This design comes from an exercise in tuning for small area on the open sky130 flow, not from production work. The RTL was checked by simulation tests, not by an equivalence proof against the original design.

==> flow/design.v <==
package jac_pkg;
    localparam int ADC_BITS_DEF = 10;
endpackage
module joystick_axes_to_cursor_motion_unit #(
    parameter int ADC_BITS = 10
) (
    input  logic        clk,
    input  logic        rst_n,
    input  logic        s_axis_tvalid,
    output logic        s_axis_tready,
    input  logic [47:0] s_axis_tdata,
    output logic        m_axis_tvalid,
    input  logic        m_axis_tready,
    output logic [39:0] m_axis_tdata,
    input  logic        cfg_we,
    input  logic [2:0]  cfg_addr,
    input  logic [9:0]  cfg_data
);
    localparam logic [4:0] PH_IDLE  = 5'd0;
    localparam logic [4:0] PH_START = 5'd1;
    localparam logic [4:0] PH_N1    = 5'd2;    
    localparam logic [4:0] PH_N2    = 5'd3;    
    localparam logic [4:0] PH_S1    = 5'd4;    
    localparam logic [4:0] PH_S2    = 5'd5;    
    localparam logic [4:0] PH_D1    = 5'd6;    
    localparam logic [4:0] PH_D2    = 5'd7;    
    localparam logic [4:0] PH_M100  = 5'd16;    
    localparam logic [4:0] PH_DIVS  = 5'd25;    
    localparam logic [4:0] PH_LDPCT = 5'd8;   
    localparam logic [4:0] PH_DIVD  = 5'd26;   
    localparam logic [4:0] PH_MULP  = 5'd17;   
    localparam logic [4:0] PH_MULMS = 5'd19;   
    localparam logic [4:0] PH_DIV100= 5'd24;   
    localparam logic [4:0] PH_SFIX  = 5'd10;   
    localparam logic [4:0] PH_EMIT  = 5'd18;   
    localparam logic [4:0] PH_FLAG  = 5'd11;
    localparam logic [4:0] PH_ACC   = 5'd12;
    logic [4:0]  ph, ph_n;
    logic [4:0]  cnt, cnt_n;
    logic [1:0]  axis, lane;
    logic [22:0] z, znext;
    logic        zhold;
    logic [9:0]  m;
    logic        neg, zero, seen;
    logic [6:0]  acnt, cval;
    logic [9:0]  org [4];
    logic [9:0]  amin, amax;
    logic [7:0]  mspd, sdiv;
    logic [29:0] outr;    
    logic        oval;
    logic [9:0]  r_i, o_i;
    logic [7:0]  d_eff;
    logic [12:0] f;
    logic [11:0] y;
    logic        sub, rev;
    logic [12:0] sum;
    logic [13:0] cy;
    logic [8:0]  vc;
    logic [5:0]  cb;
    logic [7:0]  ac;
    logic [6:0]  acnt_inc;
    logic [12:0] xa, yb;
    logic        ge;
    logic [6:0]  pctfix, sfix;
    logic        mb, ebit;
    logic [7:0]  v, vabs;
    logic        v_gt, v_lt, v_nz;
    logic [6:0]  cnew;
    logic        report;
    logic        last, last3;
    assign lane   = {axis[1], axis[1] ? axis[0] : !axis[0]};
    assign r_i    = s_axis_tdata[lane*10 +: 10];
    assign o_i    = org[lane];
    assign d_eff  = sdiv;
    assign f      = z[22:10];
    assign report = outr[29];
    assign last   = (cnt == 5'd0);
    always_comb
    begin
        ac[0] = 1'b1;
        for (int i = 0; i < 7; i++)
        begin
            acnt_inc[i] = acnt[i] ^ ac[i];
            ac[i+1]     = acnt[i] & ac[i];
        end
    end
    assign last3  = (ph == PH_EMIT) && (axis == 2'd3);
    always_comb
    begin
        if (ph[4])
        begin
            case (ph[1:0])
                2'd0:    y = {8'd100, 4'd0};
                2'd1:    y = {1'b0, m, 1'b0};
                2'd2:    y = {3'd0, d_eff, 1'b0};
                default: y = {mspd, 4'd0};
            endcase
            sub = ph[3] && !f[12];
            rev = 1'b0;
        end
        else
        begin
            y   = {1'b0, o_i, 1'b0};
            rev = neg && (ph == PH_S2 || ph == PH_D2);
            sub = !rev;
        end
        xa     = rev ? ~f : f;
        yb     = sub ? ~{1'b0, y} : {1'b0, y};
        cy[0]  = sub | rev;
        for (int i = 0; i < 13; i++)
        begin
            sum[i]  = xa[i] ^ yb[i] ^ cy[i];
            cy[i+1] = (xa[i] & yb[i]) | (cy[i] & (xa[i] ^ yb[i]));
        end
        ge  = !sum[12];
    end
    always_comb
    begin
        pctfix = zero ? 7'd0 : ((z[7] || z[6:0] >= 7'd100) ? 7'd100 : z[6:0]);
        sfix   = !report ? 7'd0 : ((z[14:7] != 8'd0) ? 7'd127 : z[6:0]);
        ebit   = z[0] ^ (neg & seen);
        mb     = (ph == PH_EMIT) ? ebit : z[0];
        v      = z[10:3];
        v_gt   = !v[7] && (v[6:0] > 7'd5);
        v_lt   = v[7] && (v[6:0] < 7'd123);
        v_nz   = v != 8'd0;
        vc[0]  = v[7];
        for (int i = 0; i < 8; i++)
        begin
            vabs[i]  = (v[i] ^ v[7]) ^ vc[i];
            vc[i+1]  = (v[i] ^ v[7]) & vc[i];
        end
        cnew   = (vabs >= 8'd99) ? 7'd99 : vabs[6:0];
    end
    always_comb
    begin
        if (ph[4] && ph[3])
        begin
            if (ph == PH_DIVD && last)
                znext = {12'd0, z[9:0], ge};
            else
                znext = {sum[11:0], z[9:0], ge};
        end
        else
        begin
            case (ph)
                PH_N1, PH_D1: znext = {2'b0, r_i, 11'd0};
                PH_S1:        znext = {2'b0, neg ? amin : amax, 11'd0};
                PH_D2:        znext = {sum, 10'd0};
                PH_LDPCT:     znext = {12'd0, pctfix, 4'd0};
                PH_SFIX:      znext = {16'd0, sfix};
                default:      znext = (mb && !last3) ? {1'b0, sum, z[9:1]}
                                                     : {1'b0, last3 & ebit, f[11:0], z[9:1]};
            endcase
        end
    end
    assign zhold = (ph == PH_IDLE) || (ph == PH_START) || (ph == PH_FLAG) || (ph == PH_ACC);
    always_comb
    begin
        ph_n  = ph;
        cb[0] = 1'b1;
        for (int i = 0; i < 5; i++)
        begin
            cnt_n[i] = cnt[i] ^ cb[i];
            cb[i+1]  = !cnt[i] & cb[i];
        end
        case (ph)
            PH_IDLE:   if (s_axis_tvalid && !oval) ph_n = PH_START;
            PH_START:  ph_n = (acnt == 7'd100) ? PH_N1 : PH_SFIX;
            PH_N1:     ph_n = PH_N2;
            PH_N2:     ph_n = PH_S1;
            PH_S1:     ph_n = PH_S2;
            PH_S2:     ph_n = PH_D1;
            PH_D1:     ph_n = PH_D2;
            PH_D2:     begin ph_n = PH_M100; cnt_n = 5'd20; end
            PH_M100:   if (last) begin ph_n = PH_DIVS; cnt_n = 5'd7; end
            PH_DIVS:   if (last) ph_n = PH_LDPCT;
            PH_LDPCT:  begin ph_n = PH_DIVD; cnt_n = 5'd7; end
            PH_DIVD:   if (last) begin ph_n = PH_MULP; cnt_n = 5'd10; end
            PH_MULP:   if (last) begin ph_n = PH_MULMS; cnt_n = 5'd13; end
            PH_MULMS:  if (last) begin ph_n = PH_DIV100; cnt_n = 5'd14; end
            PH_DIV100: if (last) ph_n = PH_SFIX;
            PH_SFIX:   begin ph_n = PH_EMIT; cnt_n = 5'd7; end
            PH_EMIT:   if (last) ph_n = PH_FLAG;
            PH_FLAG:   ph_n = (axis == 2'd3) ? PH_ACC : (report ? PH_N1 : PH_SFIX);
            PH_ACC:    ph_n = PH_IDLE;
            default:   ph_n = PH_IDLE;
        endcase
    end
    assign s_axis_tready = (ph == PH_ACC);
    always_ff @(posedge clk or negedge rst_n)
    begin
        if (!rst_n)
        begin
            ph   <= PH_IDLE;
            oval <= 1'b0;
            acnt <= 7'd0;
            cval <= 7'd0;
            for (int i = 0; i < 4; i++)
                org[i] <= 10'd512;
            amin <= 10'd0;
            amax <= 10'd1023;
            mspd <= 8'd2;
            sdiv <= 8'd20;
        end
        else
        begin
            ph <= ph_n;
            if (ph == PH_ACC)
            begin
                oval <= 1'b1;
                acnt <= report ? cval : acnt_inc;
            end
            else if (m_axis_tready)
                oval <= 1'b0;
            if (ph == PH_FLAG && v_nz && !axis[1])
                cval <= cnew;
            if (cfg_we)
            begin
                case (cfg_addr)
                    3'd0: org[0] <= cfg_data;
                    3'd1: org[1] <= cfg_data;
                    3'd2: org[2] <= cfg_data;
                    3'd3: org[3] <= cfg_data;
                    3'd4: amin   <= cfg_data;
                    3'd5: amax   <= cfg_data;
                    3'd6: mspd   <= cfg_data[7:0];
                    3'd7: sdiv   <= {cfg_data[7:1], cfg_data[0] | (cfg_data[7:1] == 7'd0)};
                    default: ;
                endcase
            end
        end
    end
    always_ff @(posedge clk)
    begin
        cnt <= cnt_n;
        z[22]    <= znext[22];
        z[13:0]  <= znext[13:0];
        if (!zhold)
            z[21:14] <= znext[21:14];
        seen <= (ph != PH_SFIX) && (seen || z[0]);
        case (ph)
            PH_START:
            begin
                outr[29] <= acnt == 7'd100;
                outr[28] <= !s_axis_tdata[40];
                axis     <= 2'd0;
            end
            PH_N2:     neg <= !ge;
            PH_S2:
            begin
                m    <= sum[10:1];
                zero <= !ge || (sum[10:1] == 10'd0);
            end
            PH_LDPCT:  m <= {3'd0, pctfix};
            PH_FLAG:
            begin
                axis <= {axis[1] ^ axis[0], !axis[0]};
                if (axis == 2'd0)
                begin
                    outr[26] <= v_gt;
                    outr[27] <= v_lt;
                end
                if (axis == 2'd1)
                begin
                    outr[24] <= v_gt;
                    outr[25] <= v_lt;
                end
            end
            default: ;
        endcase
        if (ph == PH_EMIT)
        begin
            if (axis != 2'd3)
                outr[23:0] <= {ebit, outr[23:1]};
        end
    end
    assign m_axis_tvalid = oval;
    assign m_axis_tdata  = {2'b00, outr[29:28], outr[27:24], z[21:14], outr[23:16], outr[7:0], outr[15:8]};
endmodule
Settings: LEC_CHECK=0, CAP_MARGIN=20, CORE_MARGIN=2, CORE_UTILIZATION=65, SLEW_MARGIN=20; clock period 8.0 ns.
standard.sh (not shown) runs the stock make flow with config.mk's settings and CLKGATE_MAP_FILE= SYNTH_SCRIPT=/design/flow/synth_recipe.tcl, a recipe that flattens the netlist after the stock synthesis.
==> flow/flow/run.sh <==
#!/bin/bash
set -euo pipefail
bash standard.sh \
  "BUFFER_PORTS_ARGS=-buffer_cell sky130_fd_sc_hd__buf_1" \
  "CTS_ARGS=-sink_clustering_enable -repair_clock_nets -dont_use_dummy_load -buf_list sky130_fd_sc_hd__clkbuf_8" \
  finish > run_standard.log 2>&1
Edit:
--- a/flow/design.v
+++ b/flow/design.v
@@ -70,9 +70,9 @@
     logic        last, last3;
     assign lane   = {axis[1], axis[1] ? axis[0] : !axis[0]};
     assign r_i    = s_axis_tdata[lane*10 +: 10];
     assign o_i    = org[lane];
-    assign d_eff  = sdiv;
+    assign d_eff  = (sdiv == 8'd0) ? 8'd1 : sdiv;
     assign f      = z[22:10];
     assign report = outr[29];
     assign last   = (cnt == 5'd0);
     always_comb
@@ -224,9 +224,9 @@
                     3'd3: org[3] <= cfg_data;
                     3'd4: amin   <= cfg_data;
                     3'd5: amax   <= cfg_data;
                     3'd6: mspd   <= cfg_data[7:0];
-                    3'd7: sdiv   <= {cfg_data[7:1], cfg_data[0] | (cfg_data[7:1] == 7'd0)};
+                    3'd7: sdiv   <= cfg_data[7:0];
                     default: ;
                 endcase
             end
         end
The new run completed with no timing, DRC or antenna violations.
Worst setup slack gets worse by 0.037 ns.
Register-to-register slack gets worse by 0.04 ns.
Core utilization grows by 0.17 points.
Sequential cell count is unchanged.
Area after synthesis grows slightly.
Wire length grows by a few percent.
Hold slack gets better by 0.0063 ns.
Synthesized cell count grows slightly.
Maximum frequency shrinks slightly.
Clock skew grows by 0.0063 ns.
Final area grows slightly.
Die area grows slightly.

## separate check: timing with driven ports
In the flow no input, the clock included, has a driving cell. The finished layouts below were timed again as built, in two steps.
Step 1: set_driving_cell puts a clkbuf_16 on clk and a buf_2 on each other input, an assumption about the parent block.
Step 2, shift: input delay + t, output delay - t, t = (earliest + latest rising clock arrival at the registers) / 2. This alone moves slack from input paths to output paths.
Three values: ideal, step 1, step 2; two values: the first two.
| run | shift t [ns] | setup slack, ns | latest minus earliest clock arrival (ns) |
|---|---|---|---|
| the first run | 0.484 | 0.901 / 0.901 / 0.901 | 0.025 / 0.025 |
| the second run | 0.485 | 0.865 / 0.865 / 0.865 | 0.032 / 0.032 |
After both steps setup and hold are still met in every run listed.
